Context: an optimization exercise on an open-source flow, tuned for small area, a short achievable clock period and few clock cycles per item. The choices shown serve that exercise and are no tape-out recipe. Where RTL was checked, it was by simulation tests only, not by an equivalence proof against the original.

Design moving_average_oversampled, start of the top module:
module moving_average_oversampled (
	input  logic                                clk,
	input  logic                                arst_n,
	input  logic                                sample_valid,
	output logic                                sample_stall,
	input  logic signed [mao_pkg::SampleW-1:0]  sample,
	output logic                                result_valid,
	input  logic                                result_stall,
	output logic signed [mao_pkg::SampleW-1:0]  filtered,
	output logic                                clipped,
	input  logic                                cfg_valid,
	output logic                                cfg_ready,
	input  logic                                cfg_index,
	input  logic [mao_pkg::CfgDataW-1:0]        cfg_data
);
Size in the first run: about 5,900 cells after synthesis, about 2,000 flip-flops, about 0.089 mm^2 of cells after synthesis.
Settings: LEC_CHECK=0, ABC_CLOCK_PERIOD_IN_PS=2500, CAP_MARGIN=20, CORE_MARGIN=2, CORE_UTILIZATION=60, CTS_BUF_LIST=sky130_fd_sc_hd__clkbuf_4 sky130_fd_sc_hd__clkbuf_8, CTS_CLUSTER_SIZE=30, SETUP_SLACK_MARGIN=4.5, SLEW_MARGIN=20; clock period 8.0 ns.
run.sh (not shown) runs the stock make flow with config.mk's settings and CLKGATE_MAP_FILE= SYNTH_SCRIPT=/design/flow/synth_recipe.tcl, a recipe that flattens the netlist after the stock synthesis.
The first run finished clean.
Testbench counts at the start, summed over its fixed seeds: cycles 2,378, items 1,920.
Change:
Settings changed: CTS_BUF_LIST sky130_fd_sc_hd__clkbuf_4 sky130_fd_sc_hd__clkbuf_8 to default, CTS_CLUSTER_SIZE 30 to default.
Effect: Utilization hardly moves; worst setup slack is better by 8.9 ps; clock-buffer cell count is lower by 198; non-clock buffer count is lower by 4; cell count is lower by about 2.5%.

---

Another version of the RTL of moving_average_oversampled (not shown whole).
For scale: about 6000 cells after synthesis, ~1900 flip-flops, roughly 90 I/O pins, ~86000 um^2 of cells after synthesis.
clock: 8.0 ns
lec_check: 0
abc_clock_period_in_ps: 2500
cap_margin: 20
core_margin: 2
core_utilization: 55
setup_slack_margin: 4.3
slew_margin: 20
The starting point finished with timing, DRC and antenna clean.
Testbench counts at the start, summed over its fixed seeds: cycles 2,332, items 1,920.
Change:
--- a/flow/config.mk
+++ b/flow/config.mk
@@ -11,2 +11,2 @@
-export CORE_UTILIZATION = 55
-export SETUP_SLACK_MARGIN = 4.3
+export CORE_UTILIZATION = 60
+export SETUP_SLACK_MARGIN = 4.5
Outcome:
- critical path depth is unchanged
- wire length shrinks by 1.1%
- area after synthesis does not change
- fmax grows by 1.2%
- sequential share of layout area went down by 0.31 points
- via count is higher by 2.3%
- core utilization went up by 6.3 points
Change:
--- a/flow/config.mk
+++ b/flow/config.mk
@@ -11 +11 @@
-export CORE_UTILIZATION = 60
+export CORE_UTILIZATION = 50
Non-clock buffer count is higher by 14.
Design area is higher by about 0.5%.
Global-route usage is lower by 5.6 points.
Wire length barely changes.
Worst hold slack loses 0.021 ns.
Setup slack loses 0.11 ns.
Maximum frequency is lower by 2.7%.
Sequential share of layout area is lower by 0.26 points.
Change:
--- a/flow/config.mk
+++ b/flow/config.mk
@@ -8 +8 @@
-export ABC_CLOCK_PERIOD_IN_PS = 2500
+export ABC_CLOCK_PERIOD_IN_PS = 3500
@@ -11 +11 @@
-export CORE_UTILIZATION = 50
+export CORE_UTILIZATION = 60
Via count came out higher slightly.
Final cell count came out lower by a few percent.
Fmax is higher by a few percent.

---

Another version of the RTL of moving_average_oversampled (not shown whole).
Size: roughly 6,100 cells after synthesis, roughly 1,900 flip-flops, roughly 90 I/O pins.
clock: 8.0 ns
lec_check: 0
abc_clock_period_in_ps: 2500
cap_margin: 20
core_margin: 2
core_utilization: 70
setup_slack_margin: 4.5
slew_margin: 20
The starting point completed with no timing, DRC or antenna violations.
Testbench counts at the start, summed over its fixed seeds: cycles 2,348, items 1,920.
==> next run, changes <==
Settings changed: CORE_UTILIZATION 70 to 60.
First-iteration DRC count shrinks by 30%; wire length is lower by 5.6%; worst setup slack improves by 0.31 ns; clock-buffer cell count rose by 6; cell count goes up by 3.0%; cell area stays flat; synthesized area stays the same; via count went down by 5.8%.

---

pepper:
Another version of the RTL of moving_average_oversampled (not shown whole).
Size: ~5600 cells after synthesis, roughly 1700 flip-flops, ~90 I/O pins.
clock: 8.0 ns
lec_check: 0
abc_clock_period_in_ps: 3500
cap_margin: 20
core_margin: 2
core_utilization: 60
setup_slack_margin: 3.5
slew_margin: 20
Every stage of the flow completed for pepper, and the final layout passed the timing, DRC and antenna checks.
Input-level comparison between maple and pepper:
diff --git a/flow/config.mk b/flow/config.mk
--- a/flow/config.mk
+++ b/flow/config.mk
@@ -11,2 +11 @@
-export CORE_UTILIZATION = 60
-export SETUP_SLACK_MARGIN = 3.5
+export CORE_UTILIZATION = 40
==> results.txt <==
Run comparison: maple beginning of the critical path d_q[0]$_SDFFE_PP0P_; pepper beginning of the critical path d3_q[6]$_SDFFE_PP1P_
Run comparison: maple slowest stage cell on the critical path dfxtp_2; pepper slowest stage cell on the critical path dfxtp_1
The final reports for maple and pepper show critical path depth higher in the former.
Setup changes, maple to onyx
diff --git a/flow/config.mk b/flow/config.mk
--- a/flow/config.mk
+++ b/flow/config.mk
@@ -11 +11 @@
-export CORE_UTILIZATION = 40
+export CORE_UTILIZATION = 60
--- outcome ---
- onyx vs. maple: total global-route track usage went up by 12 points.
- [compare] base=maple new=onyx: count of clock-buffer cells in the layout moved down; final routed wirelength across all metal layers moved up; die area moved down; final critical-path required period moved up.
No functional check of the RTL was part of any run of this note.

---

Setup of job 101:
Another version of the RTL of moving_average_oversampled (not shown whole).
Size in the first run: roughly 5000 cells after synthesis, roughly 90 I/O pins, ~0.070 mm² of cells after synthesis.
export LEC_CHECK = 0
export ABC_CLOCK_PERIOD_IN_PS = 3000
export CAP_MARGIN = 20
export CORE_MARGIN = 2
export CORE_UTILIZATION = 40
export SETUP_SLACK_MARGIN = 5
export SLEW_MARGIN = 20
create_clock -name core_clock -period 8.0 [get_ports {clk}]
Inputs modified between job 101 and job 102:
- SETUP_SLACK_MARGIN no longer set, was 5
Findings:
- The critical path depth reported for job 102 is smaller than that of job 101 by 1.
- Summary of job 102 over job 101: proportion of cell area occupied by registers went up 4.6 points, fraction of area in multi-input gates went down 1.5 points, global-route track usage on met3 held.
- Changes observed in job 102 relative to job 101: non-clock buffer count dropped 60%, final worst slack dropped 0.48 ns.
- Sort job 102 and job 101 by cell area after layout, ascending, and job 102 comes first.
No run of this note included a check of the RTL's function; only the layout flow was run.

---

moving_average_oversampled, a different RTL version from the one above (not shown whole).
Size in the first run: roughly 5900 cells after synthesis, ~2000 flip-flops, about 90 I/O pins.
==> flow/design.v (excerpt) <==
module moving_average_oversampled (
	input  logic                                clk,
	input  logic                                arst_n,
	input  logic                                sample_valid,
	output logic                                sample_stall,
	input  logic signed [mao_pkg::SampleW-1:0]  sample,
	output logic                                result_valid,
	input  logic                                result_stall,
	output logic signed [mao_pkg::SampleW-1:0]  filtered,
	output logic                                clipped,
	input  logic                                cfg_valid,
	output logic                                cfg_ready,
	input  logic                                cfg_index,
	input  logic [mao_pkg::CfgDataW-1:0]        cfg_data
);
Settings: LEC_CHECK=0, ABC_CLOCK_PERIOD_IN_PS=3500, CAP_MARGIN=20, CORE_MARGIN=2, CORE_UTILIZATION=60, SETUP_SLACK_MARGIN=4.0, SLEW_MARGIN=20; clock period 8.0 ns.
Edit:
- ABC_CLOCK_PERIOD_IN_PS: 3500 -> 2500
- SETUP_SLACK_MARGIN: 4.0 -> 4.5
Via count increases by 1.0%. Worst setup slack improved by 0.095 ns. First-iteration DRC count increases by 5.7%. Register-to-register slack gains 0.08 ns. Clock-buffer cell count came out higher by 15. Wire length climbs by 2.2%. Global-route usage went up by 0.71 points.
No functional check of the RTL was part of any run of this note.

[separate check: timing with driven ports]
No port has a modelled driver above. Below, the same layouts with a new extraction and two added sets of constraints.
Step 1: set_driving_cell puts a clkbuf_16 on clk and a buf_2 on each other input, an assumption about the parent block.
Step 2 times the ports against the registers' clock, not the clock port: input delays grow and output delays shrink by t, the midpoint of the rising clock arrivals with the driver on.
a / b / c = ideal ports / drivers / drivers and shift; a / b = the first two.
| run | t, ns | setup WS [ns] | hold WS [ns] | worst setup path after step 2 |
|---|---|---|---|---|
| the first run of note 1 | 1.080 | 4.134 / 4.134 / 3.611 | 0.363 / 0.363 / 0.363 | input to register |
| the second run of note 1 | 0.919 | 4.143 / 4.143 / 3.672 | 0.379 / 0.379 / 0.379 | input to register |
| the first run of note 2 | 0.907 | 4.131 / 4.131 / 3.474 | 0.405 / 0.405 / 0.405 | input to register |
| the second run of note 2 | 0.898 | 4.179 / 4.179 / 3.485 | 0.397 / 0.397 / 0.397 | input to register |
| the third run of note 2 | 0.933 | 4.073 / 4.073 / 3.501 | 0.376 / 0.376 / 0.376 | input to register |
| the fourth run of note 2 | 0.898 | 4.179 / 4.179 / 3.485 | 0.397 / 0.397 / 0.397 | input to register |
| the first run of note 3 | 0.903 | 3.845 / 3.845 / 3.734 | 0.401 / 0.401 / 0.401 | input to register |
| the second run of note 3 | 0.919 | 4.155 / 4.155 / 3.721 | 0.391 / 0.391 / 0.391 | input to register |
| pepper | 0.871 | 3.754 / 3.754 / 3.005 | 0.399 / 0.399 / 0.399 | input to register |
| maple | 0.905 | 2.543 / 2.543 / 2.543 | 0.390 / 0.390 / 0.390 | register to register |
| onyx | 0.888 | 2.530 / 2.530 / 2.530 | 0.394 / 0.394 / 0.394 | register to register |
| job 101 | 0.878 | 0.933 / 0.933 / 0.933 | 0.385 / 0.385 / 0.385 | register to register |
| job 102 | 0.881 | 0.449 / 0.449 / 0.449 | 0.396 / 0.396 / 0.396 | register to register |
| the first run of note 6 | 0.893 | 4.101 / 4.120 / 3.271 | 0.378 / 0.378 / 0.378 | input to register |
| the second run of note 6 | 0.913 | 4.196 / 4.196 / 3.627 | 0.377 / 0.377 / 0.377 | input to register |
After both steps setup and hold are still met in every run listed. For the first run of note 6, which loses most, drivers alone change the setup slack by +0.019 ns; drivers and shift together by -0.830 ns.
